What follows belongs to an exercise in optimizing a design on an open flow for small area, a short achievable clock period and few clock cycles per item; a production flow would make more cautious choices. Where RTL was checked, it was by simulation tests only, not by an equivalence proof against the original. Power figures rest on the tool's default switching activity, not on a simulated workload.

==> run H <==
## qkv_top
module qkv_top #(
	parameter int num_proj = 3
) (
	input  logic        clk,
	input  logic        reset_n,
	input  logic        dut_valid,
	output logic        dut_ready,
	output logic [15:0] input_read_address,
	input  logic [31:0] input_read_data,
	output logic [15:0] weight_read_address,
	input  logic [31:0] weight_read_data,
	output logic        result_write_enable,
	output logic [15:0] result_write_address,
	output logic [31:0] result_write_data
);
==> module operand_fetch, before the edit <==
module operand_fetch #(
	parameter int num_proj = 3
) (
	input  logic        clk,
	input  logic [31:0] input_read_data,
	input  logic [31:0] weight_read_data,
	output logic [15:0] input_read_address,
	output logic [15:0] weight_read_address,
	input  logic        hdr2,
	input  logic        run,
	output logic        k_last,
	output logic        all_last
);
	logic [14:0] rows_i, cols_i, cols_w;
	logic [14:0] kc, jc, ic;
	logic [1:0]  p;
	logic [15:0] row_base;    
	logic [15:0] col_base;    
	logic [15:0] mat_base;    
	logic        k_end, j_end, i_end, p_end;
	logic [15:0] in_next, w_next;
	logic [15:0] w_stride;
	add16 u_stride (.a(weight_read_address), .b({1'b0, cols_w}), .s(w_stride));
	assign p_end = (p == 2'(num_proj - 1));
	assign k_last   = k_end;
	assign all_last = k_end & j_end & i_end & p_end;
	always_comb begin
		if (!k_end || (j_end && !i_end))
			in_next = input_read_address + 16'd1;    
		else if (!j_end)
			in_next = row_base;                       
		else
			in_next = 16'd1;                          
		if (!k_end)
			w_next = w_stride;                        
		else if (!j_end)
			w_next = col_base + 16'd1;                
		else if (!i_end)
			w_next = mat_base;                        
		else
			w_next = weight_read_address + 16'd1;     
	end
	always_ff @(posedge clk) begin
		if (hdr2) begin
			rows_i <= input_read_data[30:16];
			cols_i <= input_read_data[14:0];
			cols_w <= weight_read_data[14:0];
			kc <= input_read_data[14:0];
			jc <= weight_read_data[14:0];
			ic <= input_read_data[30:16];
			k_end <= (input_read_data[14:0] == 15'd1);
			j_end <= (weight_read_data[14:0] == 15'd1);
			i_end <= (input_read_data[30:16] == 15'd1);
			p  <= '0;
		end else if (run) begin
			kc    <= k_end ? cols_i : kc - 15'd1;
			k_end <= k_end ? (cols_i == 15'd1) : (kc == 15'd2);
			if (k_end) begin
				jc    <= j_end ? cols_w : jc - 15'd1;
				j_end <= j_end ? (cols_w == 15'd1) : (jc == 15'd2);
				if (j_end) begin
					ic    <= i_end ? rows_i : ic - 15'd1;
					i_end <= i_end ? (rows_i == 15'd1) : (ic == 15'd2);
					if (i_end)
						p <= p + 2'd1;
				end
			end
		end
	end
	always_ff @(posedge clk) begin
		if (hdr2) begin
			input_read_address  <= 16'd1;
			weight_read_address <= 16'd1;
			row_base <= 16'd1;
			col_base <= 16'd1;
			mat_base <= 16'd1;
		end else if (run) begin
			input_read_address  <= in_next;
			weight_read_address <= w_next;
			if (k_end) begin
				col_base <= w_next;
				if (j_end) begin
					row_base <= in_next;
					if (i_end)
						mat_base <= w_next;
				end
			end
		end else begin
			input_read_address  <= '0;
			weight_read_address <= '0;
		end
	end
endmodule
Settings: LEC_CHECK=0, CAP_MARGIN=20, CORE_MARGIN=2, CORE_UTILIZATION=40, SLEW_MARGIN=20, SYNTH_HIERARCHICAL=1, SYNTH_MINIMUM_KEEP_SIZE=0, SETUP_SLACK_MARGIN=6, BUFFER_PORTS_ARGS=-buffer_cell sky130_fd_sc_hd__buf_2, CTS_ARGS=-sink_clustering_enable -repair_clock_nets -dont_use_dummy_load -sink_clustering_size 32 -sink_clustering_max_diameter 64; clock period 9.0 ns.
standard.sh (not shown) runs the stock make flow with config.mk's settings and CLKGATE_MAP_FILE= SYNTH_SCRIPT=/design/flow/synth_recipe.tcl, a recipe that flattens the netlist after the stock synthesis.
==> flow/flow/run.sh <==
#!/bin/bash
set -e
MARGIN=6
cat >> config.mk <<EOS
export SETUP_SLACK_MARGIN = $MARGIN
export BUFFER_PORTS_ARGS = -buffer_cell sky130_fd_sc_hd__buf_2
export CTS_ARGS = -sink_clustering_enable -repair_clock_nets -dont_use_dummy_load -sink_clustering_size 32 -sink_clustering_max_diameter 64
EOS
bash standard.sh > standard.log 2>&1
==> run C: changes against run H <==
--- a/flow/design.v
+++ b/flow/design.v
@@ -54,8 +54,8 @@
 	output logic        k_last,
 	output logic        all_last
 );
-	logic [14:0] rows_i, cols_i, cols_w;
-	logic [14:0] kc, jc, ic;
+	logic [15:0] rows_i, cols_i, cols_w;
+	logic [15:0] kc, jc, ic;
 	logic [1:0]  p;
 	logic [15:0] row_base;    
 	logic [15:0] col_base;    
@@ -63,7 +63,7 @@
 	logic        k_end, j_end, i_end, p_end;
 	logic [15:0] in_next, w_next;
 	logic [15:0] w_stride;
-	add16 u_stride (.a(weight_read_address), .b({1'b0, cols_w}), .s(w_stride));
+	add16 u_stride (.a(weight_read_address), .b(cols_w), .s(w_stride));
 	assign p_end = (p == 2'(num_proj - 1));
 	assign k_last   = k_end;
 	assign all_last = k_end & j_end & i_end & p_end;
@@ -85,25 +85,25 @@
 	end
 	always_ff @(posedge clk) begin
 		if (hdr2) begin
-			rows_i <= input_read_data[30:16];
-			cols_i <= input_read_data[14:0];
-			cols_w <= weight_read_data[14:0];
-			kc <= input_read_data[14:0];
-			jc <= weight_read_data[14:0];
-			ic <= input_read_data[30:16];
-			k_end <= (input_read_data[14:0] == 15'd1);
-			j_end <= (weight_read_data[14:0] == 15'd1);
-			i_end <= (input_read_data[30:16] == 15'd1);
+			rows_i <= input_read_data[31:16];
+			cols_i <= input_read_data[15:0];
+			cols_w <= weight_read_data[15:0];
+			kc <= input_read_data[15:0];
+			jc <= weight_read_data[15:0];
+			ic <= input_read_data[31:16];
+			k_end <= (input_read_data[15:0] == 16'd1);
+			j_end <= (weight_read_data[15:0] == 16'd1);
+			i_end <= (input_read_data[31:16] == 16'd1);
 			p  <= '0;
 		end else if (run) begin
-			kc    <= k_end ? cols_i : kc - 15'd1;
-			k_end <= k_end ? (cols_i == 15'd1) : (kc == 15'd2);
+			kc    <= k_end ? cols_i : kc - 16'd1;
+			k_end <= k_end ? (cols_i == 16'd1) : (kc == 16'd2);
 			if (k_end) begin
-				jc    <= j_end ? cols_w : jc - 15'd1;
-				j_end <= j_end ? (cols_w == 15'd1) : (jc == 15'd2);
+				jc    <= j_end ? cols_w : jc - 16'd1;
+				j_end <= j_end ? (cols_w == 16'd1) : (jc == 16'd2);
 				if (j_end) begin
-					ic    <= i_end ? rows_i : ic - 15'd1;
-					i_end <= i_end ? (rows_i == 15'd1) : (ic == 15'd2);
+					ic    <= i_end ? rows_i : ic - 16'd1;
+					i_end <= i_end ? (rows_i == 16'd1) : (ic == 16'd2);
 					if (i_end)
 						p <= p + 2'd1;
 				end
==> flow/flow/run.sh (replaced) <==
#!/bin/bash
set -e
MARGIN=6
cat >> config.mk <<EOS
export SETUP_SLACK_MARGIN = $MARGIN
export BUFFER_PORTS_ARGS = -buffer_cell sky130_fd_sc_hd__buf_2
export CTS_ARGS = -sink_clustering_enable -repair_clock_nets -dont_use_dummy_load
EOS
bash standard.sh > standard.log 2>&1
--- a/flow/config.mk
+++ b/flow/config.mk
@@ -13,4 +13,4 @@
 export SYNTH_MINIMUM_KEEP_SIZE = 0
 export SETUP_SLACK_MARGIN = 6
 export BUFFER_PORTS_ARGS = -buffer_cell sky130_fd_sc_hd__buf_2
-export CTS_ARGS = -sink_clustering_enable -repair_clock_nets -dont_use_dummy_load -sink_clustering_size 32 -sink_clustering_max_diameter 64
+export CTS_ARGS = -sink_clustering_enable -repair_clock_nets -dont_use_dummy_load
==> comparison table <==
|  | run C | run H |
|---|---|---|
| Result of the run | finished clean | finished clean |
| Static power due to leakage | 12.5 nW | 12.3 nW |
| Seq group | 0.00345 W | 0.00343 W |
| Clock Latency Late Sink | 0.64 ns | 0.63 ns |
| Post-route non-filler standard cell count | 3816 | 3763 |
| Buffers, non-clock | 202 | 193 |
| Post-detailed-route via-to-cell ratio | 5.54 | 5.53 |
| Detailed-route via count | 21.1k | 20.8k |
| Number of antenna diodes | 1 | 3 |
| Simple-gate portion of the synthesized area | 9.90% | 9.84% |
| Max Clock Skew | 0.0826 ns | 0.0961 ns |
| Wl on met1 | 35.2 mm | 34.4 mm |
| R2R setup slack | 6.06 ns | 6.11 ns |
| End point of the critical path | result_write_address[2] | weight_read_address[0] |
| Adder-Cell Fraction of Synth Area | 20.2% | 20.4% |
| Final-layout fill cell count | 7043 | 7105 |
| Final clock period utilization by the worst path | 32.9% | 33.0% |
| Placed Instances | 3746 | 3713 |
| Power consumption | 0.00960 W | 0.00923 W |
| Met3 Wirelength | 5.67 mm | 5.69 mm |
| Inserted Clock Buffers | 57 | 41 |
Testbench counts of run C, summed over its fixed seeds: cycles 54,315, macs 53,547.
Function not checked in run H: the RTL went through the layout flow alone.

-- static timing again, ports no longer ideal --
How much do the figures lean on ideal ports? The routed layouts below were timed once more, with nothing changed but the port constraints.
Step 1 (the two cells are an assumption about what drives the block):
set clk [get_ports {clk}]
set_driving_cell -lib_cell sky130_fd_sc_hd__clkbuf_16 $clk
set_driving_cell -lib_cell sky130_fd_sc_hd__buf_2 [delete_from_list [all_inputs] $clk]
Step 2 also shifts input and output timing later by t, the mid clock arrival at the registers, as if the neighbouring blocks saw the same clock.
Slacks: ideal ports / drivers / drivers and shift; pairs: ideal ports / drivers.
| run | t (ns) | setup WS [ns] | hold WS [ns] | slew at the worst register clock pin (ns) | worst data-port slew with drivers (ns) |
|---|---|---|---|---|---|
| run H | 0.643 | 6.029 / 5.965 / 6.109 | 0.329 / 0.329 / 0.329 | 0.12 / 0.12 | 0.11 |
| run C | 0.669 | 6.035 / 5.972 / 5.750 | 0.326 / 0.326 / 0.326 | 0.06 / 0.06 | 0.10 |
After both steps setup and hold are still met in every run listed. For run C, which loses most, drivers alone change the setup slack by -0.063 ns; drivers and shift together by -0.285 ns.
